Context: an optimization exercise on an open-source flow, tuned for small area. The choices shown serve that exercise and are no tape-out recipe.
Only simulation tests tie the RTL to the original design; equivalence was not proved.
Power and IR drop assume default switching activity.

===== design/flow/flow/run.sh =====
#!/bin/bash
# The standard layout (standard.sh, ORFS) with these changes:
#  1. Yosys's generic `abc -fast` inside `synth` is skipped (SYNTH_ARGS=-noabc),
#     so extract_fa sees the RTL's full adders as written and maps them to
#     fa/ha cells without inverters between them.
#  2. The cell mapping runs an area-oriented ABC script (flow/abc_area.script: repeated
#     choice computation and area-only mapping with area recovery,
#     selected with ABC_AREA=1) instead of the delay-oriented default.
#  4. Port buffers are the smallest buffer, sky130_fd_sc_hd__buf_1; every
#     input and output port still gets its own buffer.
#  5. Half-adder cells are not used (added to DONT_USE_CELLS in a config that
#     includes the standard flow's config.mk): extract_fa then maps only full adders and
#     does not turn address and counter decode logic into half adders.
# Registers, their names and cell types are those of the standard synthesis.
set -euo pipefail
W="$(cd "$(dirname "$0")/.." && pwd)"
cd "$W"
rm -rf "$W/scripts_area"
cp -r "$FLOW_HOME/scripts" "$W/scripts_area"
cp "$W/flow/abc_area.script" "$W/scripts_area/abc_area.script"
export SCRIPTS_DIR="$W/scripts_area"
export SYNTH_ARGS="-noabc"
export ABC_AREA=1
export CTS_ARGS="-sink_clustering_enable -repair_clock_nets -dont_use_dummy_load -sink_clustering_size 16 -sink_clustering_max_diameter 60 -buf_list sky130_fd_sc_hd__clkbuf_8"
export BUFFER_PORTS_ARGS="-buffer_cell sky130_fd_sc_hd__buf_1"
printf 'include %s/config.mk\nexport DONT_USE_CELLS = sky130_fd_sc_hd__ha_1 sky130_fd_sc_hd__ha_2 sky130_fd_sc_hd__ha_4\n' "$W" > "$W/config_area.mk"
sed "s|DESIGN_CONFIG=[^ ]*|DESIGN_CONFIG=$W/config_area.mk|" "$W/standard.sh" > "$W/standard_area.sh"
bash "$W/standard_area.sh" > "$W/flow_make.log" 2>&1

===== design/flow/flow/abc_area.script =====
strash
dch -f
&get -n
&st
&dch -f
&nf -a -R 1000
&st
&dch -f
&nf -a -R 1000
&put
topo

===== design/flow/standard.sh =====
#!/bin/bash
# synth_recipe.tcl (not shown) runs the flow's synth.tcl, then flattens the netlist and writes it again
# the make line also repeats each setting of config.mk as NAME=value (left out here)
make -C /OpenROAD-flow-scripts/flow DESIGN_CONFIG=/design/flow/config.mk WORK_HOME=/design/flow/orfs CLKGATE_MAP_FILE= SYNTH_SCRIPT=/design/flow/synth_recipe.tcl "${@:-finish}"

===== design/flow/config.mk =====
export PLATFORM = sky130hd
export DESIGN_NAME = matrix_alu_responder
export DESIGN_NICKNAME = matrix_alu_responder
export VERILOG_FILES = /design/flow/design.v
export SDC_FILE = /design/flow/constraint.sdc
export NUM_CORES = 4
export LEC_CHECK = 0
export CAP_MARGIN = 20
export CORE_MARGIN = 2
export CORE_UTILIZATION = 80
export SLEW_MARGIN = 20

===== design/flow/constraint.sdc =====
create_clock -name core_clock -period 12.0 [get_ports {clk}]
set_input_delay 2.4000 -clock core_clock [delete_from_list [all_inputs] [get_ports {clk}]]
set_output_delay 2.4000 -clock core_clock [all_outputs]
set_load 0.01 [all_outputs]

===== design/flow/design.v =====
module matrix_alu_responder #(
  parameter int DATA_W     = 16,
  parameter int NREG       = 8,
  parameter int MUL_CYCLES = 4
) (
  input  logic                  clk,
  input  logic                  reset,
  input  logic                  n_alu_enable,
  input  logic [2:0]            op_select,
  input  logic [2:0]            alu_address,
  input  logic [4*DATA_W-1:0]   data_in,
  output logic [4*DATA_W-1:0]   data_out,
  output logic                  data_valid,
  output logic                  busy,
  output logic                  done,
  output logic                  cmd_err
);
  localparam int W  = DATA_W;
  localparam int MW = 4 * DATA_W;
  localparam logic [2:0] OP_NOP   = 3'b000;
  localparam logic [2:0] OP_LOAD  = 3'b001;
  localparam logic [2:0] OP_ADD   = 3'b010;
  localparam logic [2:0] OP_SUB   = 3'b011;
  localparam logic [2:0] OP_SCAL  = 3'b100;
  localparam logic [2:0] OP_MATR  = 3'b101;
  localparam logic [2:0] OP_TRANS = 3'b110;
  localparam logic [2:0] OP_STORE = 3'b111;
  logic          prev_en;
  logic          accept, go;
  logic [1:0]    k;
  logic          k_last;
  logic [MW-1:0] r0, r1, r2;
  logic [MW-1:0] r1q;
  logic          v1;
  logic [MW-1:0] rh [3:7];
  logic [3:0]    v2;
  logic [7:3]    vh;
  logic [2*W-1:0] sprod;
  logic          vs;       
  logic [W-1:0]  a0, a1, b0, b1;
  logic [W-1:0]  p0, p1, mres;
  logic          hi;
  logic [MW-1:0] asres;
  logic          sub;
  function automatic logic [W-1:0] el(
    input logic [MW-1:0] m,
    input logic [1:0]    idx
  );
    el = m[idx*W +: W];
  endfunction
  assign accept = prev_en & ~n_alu_enable;
  assign go     = accept & ~busy;
  assign k_last = (k == 2'(MUL_CYCLES - 1));
  assign data_valid = ~n_alu_enable & (op_select == OP_STORE);
  logic [10:0] rsel;   
  always_comb begin
    rsel[0] = data_valid & (alu_address == 3'd0);
    rsel[1] = data_valid & (alu_address == 3'd1);
    for (int e = 0; e < 4; e++)
      rsel[2+e] = data_valid & (alu_address == 3'd2) & v2[e];
    for (int r = 3; r < 8; r++)
      rsel[r+3] = data_valid & (alu_address == 3'(r)) & vh[r];
  end
  always_comb begin
    data_out = ({MW{rsel[0]}} & r0) | ({MW{rsel[1]}} & r1);
    for (int e = 0; e < 4; e++)
      data_out[e*W +: W] |= {W{rsel[2+e]}} & r2[e*W +: W];
    for (int r = 3; r < 8; r++)
      data_out |= {MW{rsel[r+3]}} & rh[r];
  end
  assign hi = busy ? k[1] : prev_en;
  assign a0 = el(r0, {hi, 1'b0});
  assign a1 = el(r0, {hi, 1'b1});
  assign b0 = (busy & k[0]) ? el(r1, 2'd1) : el(r1, 2'd0);
  assign b1 = busy ? el(r1, {1'b1, k[0]}) : el(r1, 2'd0);
  mar_mul16lo u_mul0 (.a(a0), .b(b0), .p(p0));
  mar_mul16lo u_mul1 (.a(a1), .b(b1), .p(p1));
  mar_add16   u_madd (.a(p0), .b(p1), .ci(1'b0), .s(mres));
  assign sub = op_select[0];
  for (genvar e = 0; e < 4; e++) begin : g_as
    mar_add16 u_as (.a(el(r0, 2'(e))), .b(el(r1, 2'(e)) ^ {W{sub}}), .ci(sub),
                    .s(asres[e*W +: W]));
  end
  always_ff @(posedge clk or posedge reset) begin
    if (reset) begin
      prev_en <= 1'b1;
      busy    <= 1'b0;
      k       <= '0;
      done    <= 1'b0;
      cmd_err <= 1'b0;
    end else begin
      prev_en <= n_alu_enable;
      done    <= 1'b0;
      if (busy) begin
        k <= k + 2'd1;
        if (k_last) begin
          busy <= 1'b0;
          done <= 1'b1;
        end
      end
      if (accept) begin
        if (busy) begin
          if (op_select != OP_NOP && op_select != OP_STORE)
            cmd_err <= 1'b1;
        end else begin
          unique case (op_select)
            OP_ADD, OP_SUB, OP_SCAL, OP_TRANS: done <= 1'b1;
            OP_MATR: busy <= 1'b1;
            default: ;
          endcase
        end
      end
    end
  end
  always_ff @(posedge clk or posedge reset) begin
    if (reset) begin
      r0    <= '0;
      v1    <= 1'b0;
      vs    <= 1'b0;
    end else begin
      if (go && op_select == OP_LOAD && alu_address == 3'd0) r0 <= data_in;
      if (go && op_select == OP_LOAD && alu_address == 3'd1) v1 <= 1'b1;
      if (!prev_en && !busy) vs <= 1'b1;
    end
  end
  always_ff @(posedge clk) begin
    if (go && op_select == OP_LOAD && alu_address == 3'd1) r1q <= data_in;
  end
  assign r1 = v1 ? r1q : '0;
  always_ff @(posedge clk) begin
    if (!prev_en && !busy) sprod <= {p1, p0};
  end
  always_ff @(posedge clk or posedge reset) begin
    if (reset) v2 <= '0;
    else if (go && (op_select == OP_LOAD ? alu_address == 3'd2
                                         : op_select[2] | op_select[1]) &&
             op_select != OP_MATR && op_select != OP_STORE)
      v2 <= 4'hf;
    else if (busy)
      v2[k] <= 1'b1;
  end
  logic       w_ld, w_as, w_sc, w_tr;
  logic [3:0] w_mm;
  logic [MW-1:0] r2_sc, r2_tr;
  assign w_ld = go & (op_select == OP_LOAD) & (alu_address == 3'd2);
  assign w_as = go & (op_select == OP_ADD || op_select == OP_SUB);
  assign w_sc = go & (op_select == OP_SCAL);
  assign w_tr = go & (op_select == OP_TRANS);
  assign r2_sc = {p1, p0, vs ? sprod : '0};
  assign r2_tr = {el(r0, 2'd3), el(r0, 2'd1), el(r0, 2'd2), el(r0, 2'd0)};
  always_comb for (int e = 0; e < 4; e++) w_mm[e] = busy & (k == 2'(e));
  always_ff @(posedge clk) begin
    for (int e = 0; e < 4; e++)
      if (w_mm[e] | w_ld | w_as | w_sc | w_tr)
        r2[e*W +: W] <= ({W{w_mm[e]}} & mres) |
                        ({W{w_ld}} & data_in[e*W +: W]) |
                        ({W{w_as}} & asres[e*W +: W]) |
                        ({W{w_sc}} & r2_sc[e*W +: W]) |
                        ({W{w_tr}} & r2_tr[e*W +: W]);
  end
  always_ff @(posedge clk or posedge reset) begin
    if (reset) vh <= '0;
    else if (go && op_select == OP_LOAD && alu_address >= 3'd3)
      vh[alu_address] <= 1'b1;
  end
  always_ff @(posedge clk) begin
    if (go && op_select == OP_LOAD && alu_address >= 3'd3)
      rh[alu_address] <= data_in;
  end
endmodule
module mar_add16 (
  input  logic [15:0] a,
  input  logic [15:0] b,
  input  logic        ci,
  output logic [15:0] s
);
  logic [16:0] c;
  logic [15:0] x;
  assign c[0] = ci;
  for (genvar i = 0; i < 16; i++) begin : g_fa
    assign x[i]   = a[i] ^ b[i];
    assign s[i]   = x[i] ^ c[i];
    assign c[i+1] = (a[i] & b[i]) | (c[i] & x[i]);
  end
endmodule
module mar_mul16lo (
  input  logic [15:0] a,
  input  logic [15:0] b,
  output logic [15:0] p
);
  logic one0;
  logic two0;
  logic neg0;
  logic t1;
  logic t2;
  logic t3;
  logic t4;
  logic t5;
  logic t6;
  logic t7;
  logic t8;
  logic t9;
  logic t10;
  logic t11;
  logic t12;
  logic t13;
  logic t14;
  logic t15;
  logic t16;
  logic t17;
  logic one1;
  logic two1;
  logic neg1;
  logic t18;
  logic t19;
  logic t20;
  logic t21;
  logic t22;
  logic t23;
  logic t24;
  logic t25;
  logic t26;
  logic t27;
  logic t28;
  logic t29;
  logic t30;
  logic t31;
  logic t32;
  logic one2;
  logic two2;
  logic neg2;
  logic t33;
  logic t34;
  logic t35;
  logic t36;
  logic t37;
  logic t38;
  logic t39;
  logic t40;
  logic t41;
  logic t42;
  logic t43;
  logic t44;
  logic t45;
  logic one3;
  logic two3;
  logic neg3;
  logic t46;
  logic t47;
  logic t48;
  logic t49;
  logic t50;
  logic t51;
  logic t52;
  logic t53;
  logic t54;
  logic t55;
  logic t56;
  logic one4;
  logic two4;
  logic neg4;
  logic t57;
  logic t58;
  logic t59;
  logic t60;
  logic t61;
  logic t62;
  logic t63;
  logic t64;
  logic t65;
  logic one5;
  logic two5;
  logic neg5;
  logic t66;
  logic t67;
  logic t68;
  logic t69;
  logic t70;
  logic t71;
  logic t72;
  logic one6;
  logic two6;
  logic neg6;
  logic t73;
  logic t74;
  logic t75;
  logic t76;
  logic t77;
  logic one7;
  logic two7;
  logic neg7;
  logic t78;
  logic t79;
  logic t80;
  logic t81;
  logic t82;
  logic t83;
  logic t84;
  logic t85;
  logic t86;
  logic t87;
  logic t88;
  logic t89;
  logic t90;
  logic t91;
  logic t92;
  logic t93;
  logic t94;
  logic t95;
  logic t96;
  logic t97;
  logic t98;
  logic t99;
  logic t100;
  logic t101;
  logic t102;
  logic t103;
  logic t104;
  logic t105;
  logic t106;
  logic t107;
  logic t108;
  logic t109;
  logic t110;
  logic t111;
  logic t112;
  logic t113;
  logic t114;
  logic t115;
  logic t116;
  logic t117;
  logic t118;
  logic t119;
  logic t120;
  logic t121;
  logic t122;
  logic t123;
  logic t124;
  logic t125;
  logic t126;
  logic t127;
  logic t128;
  logic t129;
  logic t130;
  logic t131;
  logic t132;
  logic t133;
  logic t134;
  logic t135;
  logic t136;
  logic t137;
  logic t138;
  logic t139;
  logic t140;
  logic t141;
  logic t142;
  logic t143;
  logic t144;
  logic t145;
  logic t146;
  logic t147;
  logic t148;
  logic t149;
  logic t150;
  logic t151;
  logic t152;
  logic t153;
  logic t154;
  logic t155;
  logic t156;
  logic t157;
  logic t158;
  logic t159;
  logic t160;
  logic t161;
  logic t162;
  logic t163;
  logic t164;
  logic t165;
  logic t166;
  logic t167;
  logic t168;
  logic t169;
  logic t170;
  logic t171;
  logic t172;
  logic t173;
  logic t174;
  logic t175;
  logic t176;
  logic t177;
  logic t178;
  logic t179;
  logic t180;
  logic t181;
  logic t182;
  logic t183;
  logic t184;
  logic t185;
  logic t186;
  logic t187;
  logic t188;
  logic t189;
  logic t190;
  logic t191;
  logic t192;
  logic t193;
  logic t194;
  logic t195;
  logic t196;
  logic t197;
  logic t198;
  logic t199;
  logic t200;
  logic t201;
  logic t202;
  logic t203;
  logic t204;
  logic t205;
  logic t206;
  logic t207;
  logic t208;
  logic t209;
  logic t210;
  logic t211;
  logic t212;
  logic t213;
  logic t214;
  logic t215;
  logic t216;
  logic t217;
  logic t218;
  logic t219;
  logic t220;
  logic t221;
  logic t222;
  logic t223;
  logic t224;
  logic t225;
  logic t226;
  logic t227;
  logic t228;
  logic t229;
  logic t230;
  logic t231;
  logic t232;
  logic t233;
  logic t234;
  logic t235;
  logic t236;
  logic t237;
  logic t238;
  logic t239;
  logic t240;
  logic t241;
  logic t242;
  logic t243;
  logic t244;
  logic t245;
  logic t246;
  logic t247;
  logic t248;
  logic t249;
  logic t250;
  logic t251;
  logic t252;
  logic t253;
  logic t254;
  logic t255;
  logic t256;
  assign one0 = b[0] ^ 1'b0;
  assign two0 = (b[1] & ~b[0] & ~1'b0) | (~b[1] & b[0] & 1'b0);
  assign neg0 = b[1];
  assign t1 = a[0] & one0;
  assign t2 = neg0 & ~t1;
  assign t3 = ((a[1] & one0) | (a[0] & two0)) ^ neg0;
  assign t4 = ((a[2] & one0) | (a[1] & two0)) ^ neg0;
  assign t5 = ((a[3] & one0) | (a[2] & two0)) ^ neg0;
  assign t6 = ((a[4] & one0) | (a[3] & two0)) ^ neg0;
  assign t7 = ((a[5] & one0) | (a[4] & two0)) ^ neg0;
  assign t8 = ((a[6] & one0) | (a[5] & two0)) ^ neg0;
  assign t9 = ((a[7] & one0) | (a[6] & two0)) ^ neg0;
  assign t10 = ((a[8] & one0) | (a[7] & two0)) ^ neg0;
  assign t11 = ((a[9] & one0) | (a[8] & two0)) ^ neg0;
  assign t12 = ((a[10] & one0) | (a[9] & two0)) ^ neg0;
  assign t13 = ((a[11] & one0) | (a[10] & two0)) ^ neg0;
  assign t14 = ((a[12] & one0) | (a[11] & two0)) ^ neg0;
  assign t15 = ((a[13] & one0) | (a[12] & two0)) ^ neg0;
  assign t16 = ((a[14] & one0) | (a[13] & two0)) ^ neg0;
  assign t17 = ((a[15] & one0) | (a[14] & two0)) ^ neg0;
  assign one1 = b[2] ^ b[1];
  assign two1 = (b[3] & ~b[2] & ~b[1]) | (~b[3] & b[2] & b[1]);
  assign neg1 = b[3];
  assign t18 = a[0] & one1;
  assign t19 = neg1 & ~t18;
  assign t20 = ((a[1] & one1) | (a[0] & two1)) ^ neg1;
  assign t21 = ((a[2] & one1) | (a[1] & two1)) ^ neg1;
  assign t22 = ((a[3] & one1) | (a[2] & two1)) ^ neg1;
  assign t23 = ((a[4] & one1) | (a[3] & two1)) ^ neg1;
  assign t24 = ((a[5] & one1) | (a[4] & two1)) ^ neg1;
  assign t25 = ((a[6] & one1) | (a[5] & two1)) ^ neg1;
  assign t26 = ((a[7] & one1) | (a[6] & two1)) ^ neg1;
  assign t27 = ((a[8] & one1) | (a[7] & two1)) ^ neg1;
  assign t28 = ((a[9] & one1) | (a[8] & two1)) ^ neg1;
  assign t29 = ((a[10] & one1) | (a[9] & two1)) ^ neg1;
  assign t30 = ((a[11] & one1) | (a[10] & two1)) ^ neg1;
  assign t31 = ((a[12] & one1) | (a[11] & two1)) ^ neg1;
  assign t32 = ((a[13] & one1) | (a[12] & two1)) ^ neg1;
  assign one2 = b[4] ^ b[3];
  assign two2 = (b[5] & ~b[4] & ~b[3]) | (~b[5] & b[4] & b[3]);
  assign neg2 = b[5];
  assign t33 = a[0] & one2;
  assign t34 = neg2 & ~t33;
  assign t35 = ((a[1] & one2) | (a[0] & two2)) ^ neg2;
  assign t36 = ((a[2] & one2) | (a[1] & two2)) ^ neg2;
  assign t37 = ((a[3] & one2) | (a[2] & two2)) ^ neg2;
  assign t38 = ((a[4] & one2) | (a[3] & two2)) ^ neg2;
  assign t39 = ((a[5] & one2) | (a[4] & two2)) ^ neg2;
  assign t40 = ((a[6] & one2) | (a[5] & two2)) ^ neg2;
  assign t41 = ((a[7] & one2) | (a[6] & two2)) ^ neg2;
  assign t42 = ((a[8] & one2) | (a[7] & two2)) ^ neg2;
  assign t43 = ((a[9] & one2) | (a[8] & two2)) ^ neg2;
  assign t44 = ((a[10] & one2) | (a[9] & two2)) ^ neg2;
  assign t45 = ((a[11] & one2) | (a[10] & two2)) ^ neg2;
  assign one3 = b[6] ^ b[5];
  assign two3 = (b[7] & ~b[6] & ~b[5]) | (~b[7] & b[6] & b[5]);
  assign neg3 = b[7];
  assign t46 = a[0] & one3;
  assign t47 = neg3 & ~t46;
  assign t48 = ((a[1] & one3) | (a[0] & two3)) ^ neg3;
  assign t49 = ((a[2] & one3) | (a[1] & two3)) ^ neg3;
  assign t50 = ((a[3] & one3) | (a[2] & two3)) ^ neg3;
  assign t51 = ((a[4] & one3) | (a[3] & two3)) ^ neg3;
  assign t52 = ((a[5] & one3) | (a[4] & two3)) ^ neg3;
  assign t53 = ((a[6] & one3) | (a[5] & two3)) ^ neg3;
  assign t54 = ((a[7] & one3) | (a[6] & two3)) ^ neg3;
  assign t55 = ((a[8] & one3) | (a[7] & two3)) ^ neg3;
  assign t56 = ((a[9] & one3) | (a[8] & two3)) ^ neg3;
  assign one4 = b[8] ^ b[7];
  assign two4 = (b[9] & ~b[8] & ~b[7]) | (~b[9] & b[8] & b[7]);
  assign neg4 = b[9];
  assign t57 = a[0] & one4;
  assign t58 = neg4 & ~t57;
  assign t59 = ((a[1] & one4) | (a[0] & two4)) ^ neg4;
  assign t60 = ((a[2] & one4) | (a[1] & two4)) ^ neg4;
  assign t61 = ((a[3] & one4) | (a[2] & two4)) ^ neg4;
  assign t62 = ((a[4] & one4) | (a[3] & two4)) ^ neg4;
  assign t63 = ((a[5] & one4) | (a[4] & two4)) ^ neg4;
  assign t64 = ((a[6] & one4) | (a[5] & two4)) ^ neg4;
  assign t65 = ((a[7] & one4) | (a[6] & two4)) ^ neg4;
  assign one5 = b[10] ^ b[9];
  assign two5 = (b[11] & ~b[10] & ~b[9]) | (~b[11] & b[10] & b[9]);
  assign neg5 = b[11];
  assign t66 = a[0] & one5;
  assign t67 = neg5 & ~t66;
  assign t68 = ((a[1] & one5) | (a[0] & two5)) ^ neg5;
  assign t69 = ((a[2] & one5) | (a[1] & two5)) ^ neg5;
  assign t70 = ((a[3] & one5) | (a[2] & two5)) ^ neg5;
  assign t71 = ((a[4] & one5) | (a[3] & two5)) ^ neg5;
  assign t72 = ((a[5] & one5) | (a[4] & two5)) ^ neg5;
  assign one6 = b[12] ^ b[11];
  assign two6 = (b[13] & ~b[12] & ~b[11]) | (~b[13] & b[12] & b[11]);
  assign neg6 = b[13];
  assign t73 = a[0] & one6;
  assign t74 = neg6 & ~t73;
  assign t75 = ((a[1] & one6) | (a[0] & two6)) ^ neg6;
  assign t76 = ((a[2] & one6) | (a[1] & two6)) ^ neg6;
  assign t77 = ((a[3] & one6) | (a[2] & two6)) ^ neg6;
  assign one7 = b[14] ^ b[13];
  assign two7 = (b[15] & ~b[14] & ~b[13]) | (~b[15] & b[14] & b[13]);
  assign neg7 = b[15];
  assign t78 = a[0] & one7;
  assign t79 = neg7 & ~t78;
  assign t80 = ((a[1] & one7) | (a[0] & two7)) ^ neg7;
  assign t81 = t2 ^ t3;
  assign t82 = t2 & t3;
  assign t85 = t18 ^ t4;
  assign t83 = t85 ^ t82;
  assign t84 = (t18 & t4) | (t82 & t85);
  assign t88 = t19 ^ t20;
  assign t86 = t88 ^ t5;
  assign t87 = (t19 & t20) | (t5 & t88);
  assign t89 = t86 ^ t84;
  assign t90 = t86 & t84;
  assign t93 = t21 ^ t33;
  assign t91 = t93 ^ t6;
  assign t92 = (t21 & t33) | (t6 & t93);
  assign t96 = t87 ^ t91;
  assign t94 = t96 ^ t90;
  assign t95 = (t87 & t91) | (t90 & t96);
  assign t99 = t22 ^ t34;
  assign t97 = t99 ^ t35;
  assign t98 = (t22 & t34) | (t35 & t99);
  assign t102 = t7 ^ t92;
  assign t100 = t102 ^ t97;
  assign t101 = (t7 & t92) | (t97 & t102);
  assign t103 = t100 ^ t95;
  assign t104 = t100 & t95;
  assign t107 = t23 ^ t36;
  assign t105 = t107 ^ t46;
  assign t106 = (t23 & t36) | (t46 & t107);
  assign t110 = t8 ^ t105;
  assign t108 = t110 ^ t98;
  assign t109 = (t8 & t105) | (t98 & t110);
  assign t113 = t101 ^ t108;
  assign t111 = t113 ^ t104;
  assign t112 = (t101 & t108) | (t104 & t113);
  assign t116 = t24 ^ t37;
  assign t114 = t116 ^ t47;
  assign t115 = (t24 & t37) | (t47 & t116);
  assign t119 = t48 ^ t9;
  assign t117 = t119 ^ t106;
  assign t118 = (t48 & t9) | (t106 & t119);
  assign t122 = t114 ^ t109;
  assign t120 = t122 ^ t117;
  assign t121 = (t114 & t109) | (t117 & t122);
  assign t123 = t120 ^ t112;
  assign t124 = t120 & t112;
  assign t127 = t10 ^ t25;
  assign t125 = t127 ^ t38;
  assign t126 = (t10 & t25) | (t38 & t127);
  assign t130 = t49 ^ t57;
  assign t128 = t130 ^ t115;
  assign t129 = (t49 & t57) | (t115 & t130);
  assign t133 = t125 ^ t118;
  assign t131 = t133 ^ t128;
  assign t132 = (t125 & t118) | (t128 & t133);
  assign t136 = t121 ^ t131;
  assign t134 = t136 ^ t124;
  assign t135 = (t121 & t131) | (t124 & t136);
  assign t139 = t11 ^ t26;
  assign t137 = t139 ^ t39;
  assign t138 = (t11 & t26) | (t39 & t139);
  assign t142 = t50 ^ t58;
  assign t140 = t142 ^ t59;
  assign t141 = (t50 & t58) | (t59 & t142);
  assign t145 = t126 ^ t137;
  assign t143 = t145 ^ t140;
  assign t144 = (t126 & t137) | (t140 & t145);
  assign t148 = t129 ^ t143;
  assign t146 = t148 ^ t132;
  assign t147 = (t129 & t143) | (t132 & t148);
  assign t149 = t146 ^ t135;
  assign t150 = t146 & t135;
  assign t153 = t12 ^ t27;
  assign t151 = t153 ^ t40;
  assign t152 = (t12 & t27) | (t40 & t153);
  assign t156 = t51 ^ t60;
  assign t154 = t156 ^ t66;
  assign t155 = (t51 & t60) | (t66 & t156);
  assign t159 = t138 ^ t141;
  assign t157 = t159 ^ t151;
  assign t158 = (t138 & t141) | (t151 & t159);
  assign t162 = t154 ^ t144;
  assign t160 = t162 ^ t157;
  assign t161 = (t154 & t144) | (t157 & t162);
  assign t165 = t160 ^ t147;
  assign t163 = t165 ^ t150;
  assign t164 = (t160 & t147) | (t150 & t165);
  assign t168 = t13 ^ t28;
  assign t166 = t168 ^ t41;
  assign t167 = (t13 & t28) | (t41 & t168);
  assign t171 = t52 ^ t61;
  assign t169 = t171 ^ t67;
  assign t170 = (t52 & t61) | (t67 & t171);
  assign t174 = t68 ^ t152;
  assign t172 = t174 ^ t155;
  assign t173 = (t68 & t152) | (t155 & t174);
  assign t177 = t166 ^ t169;
  assign t175 = t177 ^ t158;
  assign t176 = (t166 & t169) | (t158 & t177);
  assign t180 = t172 ^ t161;
  assign t178 = t180 ^ t175;
  assign t179 = (t172 & t161) | (t175 & t180);
  assign t181 = t178 ^ t164;
  assign t182 = t178 & t164;
  assign t185 = t14 ^ t29;
  assign t183 = t185 ^ t42;
  assign t184 = (t14 & t29) | (t42 & t185);
  assign t188 = t53 ^ t62;
  assign t186 = t188 ^ t69;
  assign t187 = (t53 & t62) | (t69 & t188);
  assign t191 = t73 ^ t167;
  assign t189 = t191 ^ t170;
  assign t190 = (t73 & t167) | (t170 & t191);
  assign t194 = t183 ^ t186;
  assign t192 = t194 ^ t173;
  assign t193 = (t183 & t186) | (t173 & t194);
  assign t197 = t189 ^ t176;
  assign t195 = t197 ^ t192;
  assign t196 = (t189 & t176) | (t192 & t197);
  assign t200 = t179 ^ t195;
  assign t198 = t200 ^ t182;
  assign t199 = (t179 & t195) | (t182 & t200);
  assign t203 = t15 ^ t30;
  assign t201 = t203 ^ t43;
  assign t202 = (t15 & t30) | (t43 & t203);
  assign t206 = t54 ^ t63;
  assign t204 = t206 ^ t70;
  assign t205 = (t54 & t63) | (t70 & t206);
  assign t209 = t74 ^ t75;
  assign t207 = t209 ^ t184;
  assign t208 = (t74 & t75) | (t184 & t209);
  assign t212 = t187 ^ t201;
  assign t210 = t212 ^ t204;
  assign t211 = (t187 & t201) | (t204 & t212);
  assign t215 = t190 ^ t207;
  assign t213 = t215 ^ t210;
  assign t214 = (t190 & t207) | (t210 & t215);
  assign t218 = t193 ^ t213;
  assign t216 = t218 ^ t196;
  assign t217 = (t193 & t213) | (t196 & t218);
  assign t219 = t216 ^ t199;
  assign t220 = t216 & t199;
  assign t223 = t16 ^ t31;
  assign t221 = t223 ^ t44;
  assign t222 = (t16 & t31) | (t44 & t223);
  assign t226 = t55 ^ t64;
  assign t224 = t226 ^ t71;
  assign t225 = (t55 & t64) | (t71 & t226);
  assign t229 = t76 ^ t78;
  assign t227 = t229 ^ t202;
  assign t228 = (t76 & t78) | (t202 & t229);
  assign t232 = t205 ^ t221;
  assign t230 = t232 ^ t224;
  assign t231 = (t205 & t221) | (t224 & t232);
  assign t235 = t208 ^ t211;
  assign t233 = t235 ^ t227;
  assign t234 = (t208 & t211) | (t227 & t235);
  assign t238 = t230 ^ t214;
  assign t236 = t238 ^ t233;
  assign t237 = (t230 & t214) | (t233 & t238);
  assign t241 = t236 ^ t217;
  assign t239 = t241 ^ t220;
  assign t240 = (t236 & t217) | (t220 & t241);
  assign t242 = t17 ^ t32;
  assign t243 = t45 ^ t56;
  assign t244 = t65 ^ t72;
  assign t245 = t77 ^ t79;
  assign t246 = t80 ^ t242;
  assign t247 = t243 ^ t244;
  assign t248 = t245 ^ t222;
  assign t249 = t225 ^ t246;
  assign t250 = t247 ^ t248;
  assign t251 = t249 ^ t228;
  assign t252 = t231 ^ t250;
  assign t253 = t251 ^ t252;
  assign t254 = t234 ^ t253;
  assign t255 = t254 ^ t237;
  assign t256 = t255 ^ t240;
  assign p = {t256, t239, t219, t198, t181, t163, t149, t134, t123, t111, t103, t94, t89, t83, t81, t1};
endmodule

==> results of run 1 <==
-- per-stage QoR --
| stage | power, mW | instance area (sq um) |
|---|---|---|
| after global routing | 8.62 | 31800 |
| after CTS | 7.95 | 31700 |
| final | 8.45 | 31800 |
| after detailed placement | 7.05 | 31100 |
| after floorplan | 5.09 | 29400 |
| after global placement | 6.98 | 31100 |
-- power breakdown --
part | switching [mW] | leakage [nW] | internal [mW]
Clock | 0.604 | 0.316 | 0.329
Sequential | 0.102 | 5.43 | 2.38
Combinational | 3.52 | 5.93 | 1.51
-- critical path: stages --
cell	delay, ns
clkbuf_4	0.34
buf_4	0.38
fa_1	0.50
fa_1	0.47
fa_1	0.46
fa_1	0.46
fa_1	0.46
fa_1	0.47
fa_1	0.48
fa_1	0.48
fa_1	0.50
fa_1	0.47
fa_1	0.46
fa_1	0.47
fa_1	0.46
fa_1	0.48
fa_1	0.45
xnor2_1	0.18
o21ai_0	0.35
a21oi_1	0.13
a221oi_1	0.30
o311ai_0	0.20
-- final cells by class --
cell class / count / area (sq um)
Multi-Input combinational cell: 1582 / 13100
Timing Repair Buffer: 206 / 1060
Clock buffer: 44 / 606
Fill cell: 1548 / 4500
Tap cell: 468 / 586
Antenna cell: 7 / 17.5
Sequential cell: 561 / 16400
Inverter: 5 / 20.0
-- routing by layer --
metal  vias up  GRT usage [%]  wire, um
met5         -           1.28        31
met4         4           41.6     10700
met3       973           23.1     17600
met2      3199           79.6     44000
met1     11400           66.5     29700
li1       9016              -         -
-- logic make-up (layout without fill, tap and decap cells) --
family	Yosys count	count (layout)	share of synthesized area, %
AO/OA/AOI/OAI	578	578	14.4
XOR/XNOR	216	216	6.44
adder cells (fa/ha/maj)	172	172	11.7
buffers and inverters	5	255	0.0639
flip-flops	561	561	56.0
multiplexers	107	107	3.93
other	0	7	0
AND/OR/NAND/NOR	509	509	7.49
-- sequential cells by signal, indices dropped and copies added, names as in the netlist, 2 cells and up --
register	flops
vh	5
r0	64
k	2
rh	320
r1q	64
r2	64
sprod	32
v2	4
-- final timing paths --
kind	slack (ns)	cells past startpoint	start	end
worst max-delay path	0.99	22	op_select[0]	r2[15]
worst min-delay path	0.50	1	v2[3]	v2[3]
worst max register to register	1.31	24	v1	r2[31]
worst min register to register	0.50	1	v2[3]	v2[3]
max in group asynchronous	8.78	3	reset	r0[56]
min in group asynchronous	1.82	2	reset	done
-- placed cells by master, fill, tap and decap left out, types with 9 or more instances in the layout --
cell,netlist,final
mux2i_1,41,36
o21ai_0,123,114
or3_1,20,19
buf_4,0,63
clkbuf_8,0,44
mux2_1,66,66
nand3_1,67,67
buf_1,0,139
edfxtp_1,480,480
fa_1,172,172
a221oi_1,60,60
xor2_1,96,96
a22oi_1,71,71
nor2_1,107,98
dfrtp_1,80,79
o22ai_1,101,101
nand2b_1,9,9
o22a_1,13,13
a222oi_1,123,123
a21oi_1,43,41
nand2_1,256,256
xnor2_1,120,117
and2_0,20,16
==> results.txt, run 1 <==
* CTS root buf: clkbuf_8
* Outcome: no timing/DRC/antenna violations
* H-tree Lvls at 2
* Final setup fails at 0
* Proportion of layout cells with a drive suffix above 1 at 6.17%
* Fin nets at 2645
* Post-CTS sizing at 0
* Placed Instances at 2819
* Syn Inst Count at 2148
* DP HPWL at 63900 um
* EDFF count, synth at 480
* Pre-antenna DRT Iters at 16
* Post-route DRC violation count at 0
* Biggest area consumer among synthesized cells: edfxtp_1
* GRT Residual Overflow at 0
* Total CTS buffers at 44
* Die X at 196 um
* Max_cap viols at 0
* Worst-margin pin slew at 1.18 ns
* Setup Skew at 0.0491 ns
* Clk slew on worst S/H paths at 0.10 ns
* Maximum number of pins on one net before global-route repair at 66
* # clock sinks at 561
* Vias in the first global route at 25.0k
* GPL Wtd Cong at 1.04
* Worst Path Max Fanout at 25
* Most used flip-flop cell after synthesis: edfxtp_1
* Area Growth Syn to Fin at 8.40%
* Initial antenna violation count at 6
* Initial Utilization at 80.8%
* Unrepaired setup endpoints after global routing: false
* Total die area at 38300 sq um
* I/O Buffers at 140
* Detail Route Antenna Nets at 0
* Final Cycle Share at 91.7%
* Slew margin rel. at 21.6%
* Syn avg cell area at 13.7 sq um
* Register bit count reported by yosys at 561
* Syn_nets at 2393
* Mapped Area at 29400 sq um
* Hold slack final at 0.499 ns
* Peak Freq at 0.0908 GHz
* Yosys cell types at 45
* CP endpoint kind: flip-flop
* Row cnt at 70
* Vias at 24.6k
* Type of origin of the critical path: input pin
* Boundary Pins at 141
* Worst Hold Class: reg2reg
* Total negative slack at 0 ns
* Synth area leaders: edfxtp_1 49%, fa_1 12%, dfrtp_1 6.8%
* Worst-Skew Late Latency at 0.68 ns
* Postcts setup bufs at 0
* Routed len/inst at 35.5 um
* DR vias/cell at 8.55
* Layout Utilization at 87.6%
* CTS Hold Buffers Added at 0
* First-pass GRT wire length at 152000 um
* Worst EP arrival at 11.41 ns
* Leak at 11.7 nW
* Synth top area share at 49.1%
* Top-count cell post-synth: edfxtp_1
* Power Density at 265 nW/um^2
* Post-route insts no fill at 2873
* Commonest cells post-synth: 480 x edfxtp_1, 256 x nand2_1, 172 x fa_1
* GRT Total Usage at 55.1%
* VDD IR-drop max at 0.578 mV
* Die height at 196 um
* Post-route setup slack at 0.992 ns
* Clock tree from TritonCTS: yes
* Total wire length at 102000 um
* Clock buffer depth at 3
* Fin crit period at 11.01 ns
* Critical Path RT at 12.40 ns
* Core area at 36300 sq um
* YS warnings at 1
* Kind of critical path: in2reg
* Place WS at 0.706 ns
* Pins Over Slew Limit at 0
* Detailed Route Iter0 Violations at 5677
* Seq/Total Area, Yosys at 56.0%
* Async SR Flop Fraction at 14.4%
* Final Hold Viols at 0
==> inputs of run 2 (changes only) <==
--- a/design/flow/design.v
+++ b/design/flow/design.v
@@ -68,18 +68,25 @@
     for (int r = 3; r < 8; r++)
       data_out |= {MW{rsel[r+3]}} & rh[r];
   end
-  assign hi = busy ? k[1] : prev_en;
-  assign a0 = el(r0, {hi, 1'b0});
-  assign a1 = el(r0, {hi, 1'b1});
-  assign b0 = (busy & k[0]) ? el(r1, 2'd1) : el(r1, 2'd0);
-  assign b1 = busy ? el(r1, {1'b1, k[0]}) : el(r1, 2'd0);
+  logic asm;
+  assign asm = ~busy & prev_en & (op_select[2:1] == 2'b01);
+  assign hi  = busy ? k[1] : prev_en;
+  assign a0  = el(r0, {hi, 1'b0});
+  assign a1  = asm ? el(r1, 2'd2) : el(r0, {hi, 1'b1});
+  assign b0  = asm ? W'(1) : (busy & k[0]) ? el(r1, 2'd1) : el(r1, 2'd0);
+  assign b1  = asm ? {{(W-1){sub}}, 1'b1}
+                   : busy ? el(r1, {1'b1, k[0]}) : el(r1, 2'd0);
   mar_mul16lo u_mul0 (.a(a0), .b(b0), .p(p0));
   mar_mul16lo u_mul1 (.a(a1), .b(b1), .p(p1));
   mar_add16   u_madd (.a(p0), .b(p1), .ci(1'b0), .s(mres));
   assign sub = op_select[0];
   for (genvar e = 0; e < 4; e++) begin : g_as
-    mar_add16 u_as (.a(el(r0, 2'(e))), .b(el(r1, 2'(e)) ^ {W{sub}}), .ci(sub),
-                    .s(asres[e*W +: W]));
+    if (e == 2) begin : g_mul
+      assign asres[e*W +: W] = mres;
+    end else begin : g_add
+      mar_add16 u_as (.a(el(r0, 2'(e))), .b(el(r1, 2'(e)) ^ {W{sub}}), .ci(sub),
+                      .s(asres[e*W +: W]));
+    end
   end
   always_ff @(posedge clk or posedge reset) begin
     if (reset) begin
--- a/design/flow/config.mk
+++ b/design/flow/config.mk
@@ -7,5 +7,5 @@
 export LEC_CHECK = 0
 export CAP_MARGIN = 20
 export CORE_MARGIN = 2
-export CORE_UTILIZATION = 80
+export CORE_UTILIZATION = 70
 export SLEW_MARGIN = 20
==> run 2 against run 1 <==
Against the previous run: final cell count grew 1.9%; first-iteration DRC count shrank 14%; area after synthesis shrank 0.87%; clock power shrank 0.4%; via count shrank 6.3%; wire length shrank 2.7%; non-clock buffer count grew 6; global-route usage shrank 9.0 points; worst setup slack gained 0.0015 ns; count of clock-buffer cells in the layout is the same; critical path depth grew 3; fmax is essentially flat; highest routed layer is now met4.
==> results.txt, run 2 <==
* Outcome: no timing/DRC/antenna violations
* Post-route insts no fill at 2927 (+1.9%)
* GRT Total Usage at 46.1% (-9.0 points)
* Internal Dissipation at 4.24 mW (+0.41%)
* Max_cap viols at 0 (unchanged)
* DP HPWL at 64500 um (+0.99%)
* Post-route DRC violation count at 0 (unchanged)
* VDD IR-drop max at 0.883 mV (+53%)
* P_sw at 3.76 mW (-11%)
* Proportion of layout cells with a drive suffix above 1 at 6.11% (-0.066 points)
* Placed Instances at 2875 (+2.0%)
* GPL Wtd Cong at 0.980 (-5.8%)
* Worst Path Max Fanout at 13 (-48%)
* Clock buffer depth at 3 (unchanged)
* Die X at 208 um (+6.3%)
* Synth Area in XOR/XNOR at 6.13% (-0.30 points)
* Synthesized-area fraction occupied by adder cells at 10.8% (-0.93 points)
* Total wire length at 99300 um (-2.7%)
* Syn_nets at 2365 (-1.2%)
* Total die area at 43300 sq um (+13%)
* Flop pwr share at 31.8% (+2.4 points)
* CTS Hold Buffers Added at 0 (unchanged)
* Commonest cells post-synth: 480 x edfxtp_1, 281 x nand2_1, 157 x fa_1
* Maximum number of pins on one net before global-route repair at 65 (-1.5%)
* Clock tree from TritonCTS: yes
* Filler cells at 2444 (+58%)
* YS warnings at 1 (unchanged)
* Worst EP arrival at 11.42 ns (about the same)
* FF+latch area at 16400 sq um (about the same)
* H-tree Lvls at 2 (unchanged)
* Area of the multi-input gates at 12800 sq um (-2.1%)
* Final setup fails at 0 (unchanged)
* Commonest non-fill, non-tap cell in the layout: edfxtp_1
* Synth Area in Simple Gates at 8.06% (+0.58 points)
* I/O Buffers at 140 (unchanged)
* Leak at 11.4 nW (-2.4%)
* Most frequent cells in the layout: 480 x edfxtp_1, 281 x nand2_1, 157 x fa_1
* Postcts setup bufs at 0 (unchanged)
* Pins Over Slew Limit at 0 (unchanged)
* Clk pwr share at 11.6% (+0.6 points)
* Vias in the first global route at 22.9k (-8.3%)
* Yosys cell types at 46 (+2.2%)
* Detailed Route Iter0 Violations at 4873 (-14%)
* Slew margin rel. at 21.4% (-0.18 points)
* Post-CTS sizing at 0 (unchanged)
* Biggest area consumer among synthesized cells: edfxtp_1
* Total CTS buffers at 44 (unchanged)
* GRT Residual Overflow at 0 (unchanged)
* Worst-Skew Late Latency at 0.71 ns (+0.03 ns)
* Peak Freq at 0.0909 GHz (about the same)
* Synth top area share at 49.5% (+0.43 points)
* Boundary Pins at 141 (unchanged)
* Synth area leaders: edfxtp_1 49%, fa_1 11%, dfrtp_1 6.9%
* Most used flip-flop cell after synthesis: edfxtp_1
* Core area at 40900 sq um (+13%)
* Pre-antenna DRT Iters at 13 (-3)
* Biggest register: rh
* Vias at 23.0k (-6.3%)
* Syn avg cell area at 13.6 sq um (-0.27%)
* Setup Skew at 0.0901 ns (+0.0409 ns)
* Die height at 208 um (+6.3%)
* # clock sinks at 561 (unchanged)
* Register bit count reported by yosys at 561 (unchanged)
* Total negative slack at 0 ns (unchanged)
* Combinational share of power at 56.6% (-3.0 points)
* Final Hold Viols at 0 (unchanged)
* Max reg flops at 320 (unchanged)
* DR vias/cell at 7.86 (-8.0%)
* Detail Route Antenna Nets at 0 (unchanged)
* Row cnt at 74 (+5.7%)
* Final Cycle Share at 91.7% (about the same)
* Worst Hold Class: reg2reg
* Initial Utilization at 71.2% (-9.7 points)
* Worst-margin pin slew at 1.18 ns (-0.000160 ns)
* Mux share of post-synthesis cell area at 3.78% (-0.15 points)
* Routed len/inst at 33.9 um (-4.5%)
* Top-count cell post-synth: edfxtp_1
* CTS root buf: clkbuf_8
* Kind of critical path: in2reg
* Hold slack final at 0.471 ns (-0.0281 ns)
* Compound-Gate Fraction of Synth Area at 14.7% (+0.28 points)
* Seq/Total Area, Yosys at 56.5% (+0.49 points)
* Power Density at 252 nW/um^2 (-4.8%)
* Top Usage Layer GRT: met2
* Switching share of total power at 47.0% (-3.0 points)
* Grt met3 use at 10.7% (-12 points)
* Syn Inst Count at 2135 (-0.61%)
* Fin nets at 2623 (-0.83%)
* First-pass GRT wire length at 146000 um (-3.9%)
* Unrepaired setup endpoints after global routing: false
* Area Growth Syn to Fin at 8.84%
* Critical Path RT at 12.41 ns (about the same)
* Mapped Area at 29100 sq um (-0.87%)
* Type of origin of the critical path: input pin
* EDFF count, synth at 480 (unchanged)
* Largest family of logic cells by synthesized area: compound AO/OA/AOI/OAI gates
* Clk slew on worst S/H paths at 0.10 ns (about the same)
* CP endpoint kind: flip-flop
* Met1 Use GR at 60.7% (-5.8 points)
* Async SR Flop Fraction at 14.4% (unchanged)
* Initial antenna violation count at 3 (-3)
* Fin crit period at 11.01 ns (-0.00146 ns)
* Met2 GRT Util at 68.2% (-11 points)
run 2: cell types whose count changed after synthesis, moves of 13 or more:
| cell | before | now |
|---|---|---|
| a22oi_1 | 71 | 110 |
| fa_1 | 172 | 157 |
| nand2_1 | 256 | 281 |
| o21ai_0 | 123 | 65 |
| o221ai_1 | 3 | 16 |
| o22ai_1 | 101 | 66 |
| o31ai_1 | 0 | 13 |
| or3_1 | 20 | 5 |
| xnor2_1 | 120 | 97 |
run 2: per-layer routing:
layer  part of all wire (%)  routed length [um]  vias up
met2                     44               43900     2405
met3                     14               14200      543
li1                       -                   -     8994
met5                      0                   0        -
met1                     33               32300    11100
met4                    8.9                8800        0
run 2: final timing paths:
path | end | slack (ns) | from | cells past startpoint
max in group asynchronous | r0[39] | 8.90 | reset | 3
hold reg to reg | v2[1] | 0.47 | v2[1] | 1
min in group asynchronous | r0[43] | 1.82 | reset | 2
hold / removal | v2[1] | 0.47 | v2[1] | 1
setup / recovery | r2[31] | 0.99 | op_select[1] | 25
setup reg to reg | r2[31] | 1.78 | v1 | 27
run 2: final cells by class:
type	instances	share of cell area, %
Antenna cell	4	0.0316
Sequential cell	561	51.9
Tap cell	532	2.10
Timing Repair Buffer	212	3.49
Multi-Input combinational cell	1567	40.5
Clock buffer	44	1.91
Inverter	7	0.0908
run 2: cells by family (layout without fill, tap and decap cells):
family,after synthesis,after routing
AO/OA/AOI/OAI,562,562
flip-flops,561,561
AND/OR/NAND/NOR,542,542
XOR/XNOR,204,204
adder cells (fa/ha/maj),157,157
multiplexers,102,102
buffers and inverters,7,263
other,0,4
run 2: power groups by stage:
stage / combinational [mW] / sequential [mW] / clock [mW]
6_report: 4.53 / 2.54 / 0.929
3_5_place_dp: 4.25 / 2.56 / 0
2_1_floorplan: 2.57 / 2.50 / 0
3_3_place_gp: 4.13 / 2.56 / 0
5_1_grt: 4.64 / 2.54 / 0.985
4_1_cts: 4.27 / 2.52 / 0.917
run 2: critical path, cell delays in order:
cell and delay, ns:
buf_1 0.32, nor4bb_4 0.74, nor2_1 0.14, and2_0 0.21
nor2_1 0.72, a22oi_1 0.22, xor2_1 0.20, fa_1 0.57
and2_0 0.19, fa_1 0.52, fa_1 0.44, fa_1 0.39
fa_1 0.42, fa_1 0.40, fa_1 0.44, fa_1 0.40
fa_1 0.39, fa_1 0.39, fa_1 0.39, fa_1 0.39
fa_1 0.40, xor2_1 0.18, xnor2_1 0.30, or3_1 0.16
nand3_1 0.07
run 2: metrics by stage:
stage	area (sq um)	worst slack [ns]	util [%]	total power, mW
2_1_floorplan	29100	0.162	-	5.07
3_3_place_gp	31000	0.686	75.7	6.69
3_5_place_dp	31000	0.380	75.7	6.81
4_1_cts	31600	1.08	77.2	7.71
5_1_grt	31700	0.682	77.5	8.16
6_report	31700	0.993	77.5	8.00
==> inputs of run 3 (changes only) <==
--- a/design/flow/flow/run.sh
+++ b/design/flow/flow/run.sh
@@ -11,6 +11,8 @@
 #  5. Half-adder cells are not used (added to DONT_USE_CELLS in a config that
 #     includes the standard flow's config.mk): extract_fa then maps only full adders and
 #     does not turn address and counter decode logic into half adders.
+#  6. After global routing, repair_timing -recover_power 100 (ORFS's
+#     RECOVER_POWER) downsizes cells on paths that have slack to spare.
 # Registers, their names and cell types are those of the standard synthesis.
 set -euo pipefail
 W="$(cd "$(dirname "$0")/.." && pwd)"
@@ -23,6 +25,7 @@
 export ABC_AREA=1
 export CTS_ARGS="-sink_clustering_enable -repair_clock_nets -dont_use_dummy_load -sink_clustering_size 16 -sink_clustering_max_diameter 60 -buf_list sky130_fd_sc_hd__clkbuf_8"
 export BUFFER_PORTS_ARGS="-buffer_cell sky130_fd_sc_hd__buf_1"
+export RECOVER_POWER=100
 printf 'include %s/config.mk\nexport DONT_USE_CELLS = sky130_fd_sc_hd__ha_1 sky130_fd_sc_hd__ha_2 sky130_fd_sc_hd__ha_4\n' "$W" > "$W/config_area.mk"
 sed "s|DESIGN_CONFIG=[^ ]*|DESIGN_CONFIG=$W/config_area.mk|" "$W/standard.sh" > "$W/standard_area.sh"
 bash "$W/standard_area.sh" > "$W/flow_make.log" 2>&1
==> run 3 against run 2 <==
Against the previous run: now fails the layout checks on max-capacitance violations, max-slew violations; global-route usage stayed put; final cell count hardly changed; die area stayed put; non-clock buffer count stayed put; worst hold slack hardly changed; critical path depth is 14 lower; via count hardly changed; clock power is 0.4% higher; critical path type is now in2out; largest cell class unchanged; highest routed layer is now met5.
==> results.txt, run 3 <==
* Vias in the first global route at 22.9k (unchanged)
* Final setup fails at 0 (unchanged)
* Placed standard-cell area at 31000 sq um (unchanged)
* Most frequent cells in the layout: 480 x edfxtp_1, 281 x nand2_1, 157 x fa_1
* GRT Total Usage at 46.1% (unchanged)
* Postcts setup bufs at 0 (unchanged)
* Placed Instances at 2875 (unchanged)
* Die X at 208 um (unchanged)
* CP endpoint kind: primary output
* Clock tree from TritonCTS: yes
* DP HPWL at 64500 um (unchanged)
* Kind of critical path: in2out
* Place WS at 0.380 ns (unchanged)
* Total negative slack at 0 ns (unchanged)
* Initial antenna violation count at 3 (unchanged)
* Maximum number of pins on one net before global-route repair at 65 (unchanged)
* EDFF count, synth at 480 (unchanged)
* Flop pwr share at 31.8% (about the same)
* Slew margin rel. at -226% (-250 points)
* Power Density at 254 nW/um^2 (+0.70%)
* VDD IR-drop max at 0.882 mV (about the same)
* Type of origin of the critical path: input pin
* Top-count cell post-synth: edfxtp_1
* P_sw at 3.77 mW (+0.26%)
* Total die area at 43300 sq um (unchanged)
* Leak at 11.3 nW (-0.82%)
* Critical path origin: op_select[0]
* I/O Buffers at 140 (unchanged)
* Worst-margin pin slew at 4.89 ns (+3.72 ns)
* Biggest area consumer among synthesized cells: edfxtp_1
* Most used flip-flop cell after synthesis: edfxtp_1
* Post-CTS sizing at 0 (unchanged)
* Pre-antenna DRT Iters at 10 (-3)
* Worst-Skew Late Latency at 0.70 ns (about the same)
* Critical-path cell list: clkbuf_4 > clkbuf_1 > nand3_1 > or2_0 > clkinv_1 > nand2_1 > nor3_1 > clkbuf_1 > a222oi_1 > nand3_1 > buf_1
* Row cnt at 74 (unchanged)
* Synth top area share at 49.5% (unchanged)
* Yosys cell types at 46 (unchanged)
* Core area at 40900 sq um (unchanged)
* Clk slew on worst S/H paths at 0.04 ns (-0.06 ns)
* Total wire length at 99500 um (+0.28%)
* Vias at 23.0k (+0.065%)
* Biggest register: rh
* Final Cycle Share at 93.9% (+2.2 points)
* Worst Path Max Fanout at 64 (+51)
* # clock sinks at 561 (unchanged)
* Async SR Flop Fraction at 14.4% (unchanged)
* Synth area leaders: edfxtp_1 49%, fa_1 11%, dfrtp_1 6.9%
* Commonest cells post-synth: 480 x edfxtp_1, 281 x nand2_1, 157 x fa_1
* CTS root buf: clkbuf_8
* Final Hold Viols at 0 (unchanged)
* Finished Cell Area at 31500 sq um (-0.58%)
* Detailed Route Iter0 Violations at 4666 (-4.2%)
* H-tree Lvls at 2 (unchanged)
* Post-route setup slack at 0.733 ns (-0.260 ns)
* Proportion of layout cells with a drive suffix above 1 at 4.89% (-1.2 points)
* Internal Dissipation at 4.24 mW (about the same)
* Boundary Pins at 141 (unchanged)
* Outcome: finished with violations
* Commonest non-fill, non-tap cell in the layout: edfxtp_1
* Fin crit period at 11.27 ns (+0.260 ns)
* Die height at 208 um (unchanged)
* Worst Hold Class: reg2reg
* Syn avg cell area at 13.6 sq um (unchanged)
* Combinational share of power at 56.6% (about the same)
* CTS Hold Buffers Added at 0 (unchanged)
* GPL Wtd Cong at 0.980 (unchanged)
* Routed len/inst at 34.0 um (+0.25%)
* DR vias/cell at 7.86 (about the same)
* Min-delay src: v2[1]
* Max_cap viols at 22 (+22)
* First-pass GRT wire length at 146000 um (unchanged)
* Syn Inst Count at 2135 (unchanged)
* GRT Residual Overflow at 0 (unchanged)
* YS warnings at 1 (unchanged)
* Worst path max stage delay at 2.87 ns (+2.13 ns)
* Syn_nets at 2365 (unchanged)
* Unrepaired setup endpoints after global routing: false
* Switching share of total power at 47.1% (+0.068 points)
* Seq/Total Area, Yosys at 56.5% (unchanged)
* SO Faults: max-capacitance violations, max-slew violations
* Critical Path RT at 9.60 ns (-2.81 ns)
* Post-route insts no fill at 2928 (+0.034%)
* Post-route DRC violation count at 0 (unchanged)
* Total CTS buffers at 44 (unchanged)
* Slowest cell on crit path: clkbuf_1
* Clock buffer depth at 3 (unchanged)
* Mapped Area at 29100 sq um (unchanged)
* Detail Route Antenna Nets at 0 (unchanged)
* Clk pwr share at 11.7% (about the same)
* Area Growth Syn to Fin at 8.20%
* Initial Utilization at 71.2% (unchanged)
* Peak Freq at 0.0888 GHz (-2.3%)
* Max reg flops at 320 (unchanged)
* Reg-to-reg startpoint: busy
* Worst EP arrival at 8.87 ns (-2.55 ns)
* Pins Over Slew Limit at 741 (+741)
* Register bit count reported by yosys at 561 (unchanged)
* Setup Skew at 0.0854 ns (-0.00463 ns)
* Fin nets at 2623 (unchanged)
[run 3: cell counts after synthesis]
No cell type changed its count.
[run 3: layout make-up]
| class | instances | area, sq um |
|---|---|---|
| Antenna cell | 5 | 12.5 |
| Clock buffer | 44 | 606 |
| Fill cell | 2486 | 9410 |
| Inverter | 7 | 27.5 |
| Multi-Input combinational cell | 1567 | 12700 |
| Sequential cell | 561 | 16400 |
| Tap cell | 532 | 666 |
| Timing Repair Buffer | 212 | 1010 |
[run 3: power groups by stage]
stage          clock network (mW)  logic [mW]  registers (mW)
2_1_floorplan                   0        2.57            2.50
3_3_place_gp                    0        4.13            2.56
3_5_place_dp                    0        4.25            2.56
4_1_cts                     0.917        4.27            2.52
5_1_grt                     0.985        4.63            2.54
6_report                    0.933        4.53            2.55
[run 3: path summary, 6_finish.rpt]
check | endpoint | slack, ns | depth (start not counted)
max in group asynchronous | v1 | 5.57 | 3
worst min register to register | v2[1] | 0.47 | 1
worst max-delay path | data_out[26] | 0.73 | 11
min in group asynchronous | r0[23] | 2.30 | 2
worst min-delay path | v2[1] | 0.47 | 1
worst max register to register | r2[31] | 1.07 | 27
[run 3: cells by family (layout without fill, tap and decap cells)]
| kind of cell | after synthesis | count (layout) | synth area share (%) |
|---|---|---|---|
| compound gates | 562 | 562 | 14.7 |
| flops | 561 | 561 | 56.5 |
| simple gates | 542 | 542 | 8.06 |
| xor+xnor | 204 | 204 | 6.13 |
| fa+ha+maj | 157 | 157 | 10.8 |
| mux | 102 | 102 | 3.78 |
| buf+inv | 7 | 263 | 0.0902 |
| other cells | 0 | 5 | 0 |
[run 3: per-stage QoR]
step	total power, mW	hold slack, ns	utilization (%)
5_1_grt	8.16	0.506	77.0
4_1_cts	7.71	0.474	77.2
3_3_place_gp	6.69	0.452	75.7
3_5_place_dp	6.81	0.461	75.7
6_report	8.01	0.470	77.0
2_1_floorplan	5.07	0.435	-
[run 3: worst max-delay path: cells and delay by family]
kind            cells  cell delay (ns)
compound gates      1             0.93
buf+inv             5             4.17
simple gates        5             1.29
[run 3: per-layer routing]
metal  GRT usage, %  vias to the layer above  share of wire (%)
li1               -                     8995                  -
met1           60.7                    11200                 33
met2           68.2                     2315                 44
met3           10.7                      550                 13
met4           33.2                        2                9.0
met5              0                        -             0.0080
==> inputs of run 4 (changes only) <==
--- a/design/flow/design.v
+++ b/design/flow/design.v
@@ -158,12 +158,12 @@
   always_comb for (int e = 0; e < 4; e++) w_mm[e] = busy & (k == 2'(e));
   always_ff @(posedge clk) begin
     for (int e = 0; e < 4; e++)
-      if (w_mm[e] | w_ld | w_as | w_sc | w_tr)
-        r2[e*W +: W] <= ({W{w_mm[e]}} & mres) |
-                        ({W{w_ld}} & data_in[e*W +: W]) |
-                        ({W{w_as}} & asres[e*W +: W]) |
-                        ({W{w_sc}} & r2_sc[e*W +: W]) |
-                        ({W{w_tr}} & r2_tr[e*W +: W]);
+      r2[e*W +: W] <= ({W{w_mm[e]}} & mres) |
+                      ({W{w_ld}} & data_in[e*W +: W]) |
+                      ({W{w_as}} & asres[e*W +: W]) |
+                      ({W{w_sc}} & r2_sc[e*W +: W]) |
+                      ({W{w_tr}} & r2_tr[e*W +: W]) |
+                      ({W{~(w_mm[e] | w_ld | w_as | w_sc | w_tr)}} & r2[e*W +: W]);
   end
   always_ff @(posedge clk or posedge reset) begin
     if (reset) vh <= '0;
--- a/design/flow/flow/run.sh
+++ b/design/flow/flow/run.sh
@@ -11,8 +11,6 @@
 #  5. Half-adder cells are not used (added to DONT_USE_CELLS in a config that
 #     includes the standard flow's config.mk): extract_fa then maps only full adders and
 #     does not turn address and counter decode logic into half adders.
-#  6. After global routing, repair_timing -recover_power 100 (ORFS's
-#     RECOVER_POWER) downsizes cells on paths that have slack to spare.
 # Registers, their names and cell types are those of the standard synthesis.
 set -euo pipefail
 W="$(cd "$(dirname "$0")/.." && pwd)"
@@ -25,7 +23,6 @@
 export ABC_AREA=1
 export CTS_ARGS="-sink_clustering_enable -repair_clock_nets -dont_use_dummy_load -sink_clustering_size 16 -sink_clustering_max_diameter 60 -buf_list sky130_fd_sc_hd__clkbuf_8"
 export BUFFER_PORTS_ARGS="-buffer_cell sky130_fd_sc_hd__buf_1"
-export RECOVER_POWER=100
 printf 'include %s/config.mk\nexport DONT_USE_CELLS = sky130_fd_sc_hd__ha_1 sky130_fd_sc_hd__ha_2 sky130_fd_sc_hd__ha_4\n' "$W" > "$W/config_area.mk"
 sed "s|DESIGN_CONFIG=[^ ]*|DESIGN_CONFIG=$W/config_area.mk|" "$W/standard.sh" > "$W/standard_area.sh"
 bash "$W/standard_area.sh" > "$W/flow_make.log" 2>&1
==> run 4 against run 3 <==
Against the previous run: the run now finishes clean; worst setup slack improved by 0.54 ns; area after synthesis decreased by 1.5%; wire length decreased by 0.87%; global-route usage increased by 1.1 points; fmax increased by 5.0%; synthesized cell count increased by 0.89%; worst hold slack got worse by 0.018 ns; sequential power about the same; critical endpoint is now r2[62]; highest routed layer unchanged.
==> results.txt, run 4 <==
* Outcome: no timing/DRC/antenna violations
* Total negative slack at 0 ns (unchanged)
* Type of origin of the critical path: input pin
* VDD IR-drop max at 1.09 mV (+23%)
* Fin crit period at 10.73 ns (-0.538 ns)
* Row cnt at 74 (unchanged)
* Combinational share of power at 56.3% (-0.3 points)
* Vias at 23.4k (+1.6%)
* Most frequent cells in the layout: 416 x edfxtp_1, 242 x nand2_1, 166 x a222oi_1
* Peak Freq at 0.0932 GHz (+5.0%)
* FF+latch area at 15800 sq um (-3.9%)
* Clock buffer depth at 3 (unchanged)
* Commonest non-fill, non-tap cell in the layout: edfxtp_1
* Worst Hold Class: reg2reg
* Synth area leaders: edfxtp_1 44%, fa_1 11%, dfrtp_1 7.0%
* Syn Inst Count at 2154 (+0.89%)
* Routed len/inst at 33.4 um (-1.7%)
* Die X at 206 um (-0.72%)
* DP HPWL at 63500 um (-1.5%)
* Maximum number of pins on one net before global-route repair at 70 (+7.7%)
* Core area at 40600 sq um (-0.68%)
* Filler cells at 2505 (+0.76%)
* Pre-antenna DRT Iters at 13 (+3)
* Worst-margin pin slew at 1.16 ns (-3.73 ns)
* # clock sinks at 561 (unchanged)
* Seq/Total Area, Yosys at 55.1% (-1.4 points)
* Worst hold path depth at 2 (+1)
* Proportion of layout cells with a drive suffix above 1 at 6.29% (+1.4 points)
* GRT Total Usage at 47.2% (+1.1 points)
* Total wire length at 98700 um (-0.87%)
* Biggest area consumer among synthesized cells: edfxtp_1
* Critical Path RT at 12.55 ns (+2.95 ns)
* Unrepaired setup endpoints after global routing: false
* Yosys cell types at 48 (+4.3%)
* Clock tree from TritonCTS: yes
* EDFF count, synth at 416 (-13%)
* FF-to-FF setup slack at 1.76 ns (+0.69 ns)
* Fin nets at 2648 (+0.95%)
* Worst EP arrival at 11.28 ns (+2.41 ns)
* Initial Utilization at 70.6% (-0.57 points)
* Synth top area share at 43.5% (-6.0 points)
* Worst reg2reg path depth at 26 (-3.7%)
* Kind of critical path: in2reg
* GPL Wtd Cong at 1.03 (+5.5%)
* Register bit count reported by yosys at 561 (unchanged)
* Setup Skew at 0.0627 ns (-0.0228 ns)
* Slowest cell on crit path: a31o_1
* I/O Buffers at 140 (unchanged)
* Initial antenna violation count at 7 (+4)
* H-tree Lvls at 2 (unchanged)
* Top-count cell post-synth: edfxtp_1
* Worst Path Buf+Inv at 2 (-3)
* R2R Path End: r2[62]
* P_sw at 3.77 mW (-0.11%)
* Mapped Area at 28700 sq um (-1.5%)
* Pins Over Slew Limit at 0 (-100%)
* Commonest cells post-synth: 416 x edfxtp_1, 243 x nand2_1, 166 x a222oi_1
* Total CTS buffers at 45 (+2.3%)
* Worst Path Max Fanout at 38 (-41%)
* Area Growth Syn to Fin at 9.16%
* Critical-path cell list: buf_1 > nor4bb_4 > buf_4 > a31o_1 > and2_0 > nor3_1 > fa_1 > fa_1 > fa_1 > fa_1 > fa_1 > fa_1 > fa_1 > fa_1 > fa_1 > fa_1 > fa_1 > fa_1 > fa_1 > fa_1 > a222oi_1 > nand2_1
* Post-route DRC violation count at 0 (unchanged)
* First-pass GRT wire length at 144000 um (-1.5%)
* CP endpoint kind: flip-flop
* Min-delay src: sprod[9]
* Die height at 206 um (-0.72%)
* Max reg flops at 320 (unchanged)
* Switching share of total power at 47.4% (+0.38 points)
* Vias in the first global route at 22.8k (-0.40%)
* Place WS at 0.695 ns (+0.315 ns)
* DR vias/cell at 7.93 (+0.79%)
* Final Cycle Share at 89.4% (-4.5 points)
* Async SR Flop Fraction at 14.4% (unchanged)
* Most used flip-flop cell after synthesis: edfxtp_1
* CTS Hold Buffers Added at 0 (unchanged)
* Reg-to-reg startpoint: busy
* GRT Residual Overflow at 0 (unchanged)
* Area of the multi-input gates at 13000 sq um (+2.1%)
* Syn_nets at 2384 (+0.80%)
* Syn avg cell area at 13.3 sq um (-2.3%)
* Max_cap viols at 0 (-100%)
* Hold endpoint: r2[9]
* Critical path origin: op_select[1]
* CP top delay family: adder cells
* YS warnings at 1 (unchanged)
* Worst path max stage delay at 0.62 ns (-2.25 ns)
* Power Density at 253 nW/um^2 (-0.31%)
* Clk slew on worst S/H paths at 0.09 ns (+0.05 ns)
* Final Hold Viols at 0 (unchanged)
* Detail Route Antenna Nets at 0 (unchanged)
* Leak at 11.2 nW (-0.43%)
* Final setup fails at 0 (unchanged)
* Clk pwr share at 11.8% (about the same)
* Biggest register: rh
* Post-CTS sizing at 0 (unchanged)
* Internal Dissipation at 4.17 mW (-1.6%)
* Detailed Route Iter0 Violations at 4747 (+1.7%)
* Post-route setup slack at 1.27 ns (+0.538 ns)
* Postcts setup bufs at 0 (unchanged)
* CP most frequent cell: fa_1
* Total die area at 42600 sq um (-1.4%)
* Worst-Skew Late Latency at 0.70 ns (about the same)
* Flop pwr share at 31.9% (about the same)
* Slew margin rel. at 22.5% (+250 points)
* Boundary Pins at 141 (unchanged)
* CTS root buf: clkbuf_8
==> run 4: kinds of logic (layout without fill, tap and decap cells) <==
logic type	Yosys count	in the layout	share of synthesized area [%]
compound gates	608	608	16.8
flops	561	561	55.1
simple gates	552	552	8.27
xor+xnor	184	184	5.62
fa+ha+maj	157	157	11.0
mux	83	83	3.18
buf+inv	9	271	0.118
other cells	0	5	0
==> run 4: per-layer routing <==
metal  vias to the layer above  share of wire [%]  routed length, um  global-route usage [%]
li1                       9211                  -                  -                       -
met3                       558                 15              14500                    14.7
met4                         2                8.7               8630                    32.4
met2                      2428                 44              43200                    69.4
met1                     11200                 33              32300                    60.3
met5                         -              0.010                 10                       0
==> run 4: worst reg2reg max path: cells and delay by family (launching register included) <==
| family | cells | cell delay (ns) |
|---|---|---|
| AOI/OAI and AO/OA | 5 | 1.50 |
| adders and majority gates | 14 | 5.93 |
| buffers and inverters | 3 | 1.07 |
| DFF | 1 | 0.37 |
| and+or+nand+nor | 4 | 1.21 |
==> run 4: worst max path at each step <==
stage	to	depth (start not counted)
floorplan	r2[15]	22
global route	r2[47]	32
CTS	r2[15]	22
global placement	r2[63]	22
detailed placement	r2[15]	22
finish	r2[62]	22
==> run 4: power by group through the flow <==
| stage | Sequential (mW) | Combinational [mW] | Clock (mW) |
|---|---|---|---|
| 2_1_floorplan | 2.48 | 2.40 | 0 |
| 4_1_cts | 2.50 | 4.20 | 0.920 |
| 5_1_grt | 2.53 | 4.61 | 0.979 |
| 6_report | 2.53 | 4.47 | 0.933 |
| 3_5_place_dp | 2.55 | 4.16 | 0 |
| 3_3_place_gp | 2.54 | 4.14 | 0 |
==> run 4: area by class of cell <==
| cell class | count | share of cell area (%) |
|---|---|---|
| Multi-Input combinational cell | 1584 | 41.6 |
| Inverter | 9 | 0.116 |
| Tap cell | 532 | 2.12 |
| Antenna cell | 5 | 0.0399 |
| Clock buffer | 45 | 1.98 |
| Sequential cell | 561 | 50.5 |
| Timing Repair Buffer | 217 | 3.73 |
==> run 4: through the flow <==
stage / instances / cell area (sq um) / hold slack (ns) / util [%] / total power [mW]
floorplan: 2154 / 28700 / 0.427 / - / 4.88
global placement: 2901 / 30600 / 0.443 / 75.3 / 6.68
detailed placement: 2901 / 30600 / 0.447 / 75.3 / 6.71
CTS: 2946 / 31200 / 0.457 / 76.9 / 7.62
global route: 2950 / 31300 / 0.468 / 77.0 / 8.12
finish: 2953 / 31300 / 0.452 / 77.1 / 7.94

[afterwards: timing with drivers on the ports]
The results above use ideal ports. As a check the final layouts listed here were re-extracted and re-timed, cells and wires unchanged.
Step 1 sets driving cells, clkbuf_16 on the clock port and buf_2 on the other inputs (assumed; they add their load-dependent delay and slew).
Step 2 adds t to the input delays and takes it off the output delays; t is the mean of the earliest and latest rising clock arrival at the registers after step 1. Input paths then give back, and output paths get back, about the clock's delay inside the block.
Slacks: ideal / step 1 / step 2; pairs: ideal / step 1.
run	t (ns)	setup slack, ns	worst hold slack (ns)
run 1	0.715	0.992 / 0.950 / 0.235	0.499 / 0.499 / 0.499
run 2	0.717	0.993 / 1.008 / 0.291	0.471 / 0.471 / 0.471
run 3	0.712	0.733 / 0.688 / 0.064	0.470 / 0.470 / 0.470
run 4	0.724	1.271 / 1.303 / 0.579	0.452 / 0.452 / 0.452
The setup slack of run 1, which loses most, moves by -0.042 ns with the drivers and by -0.757 ns with both steps.
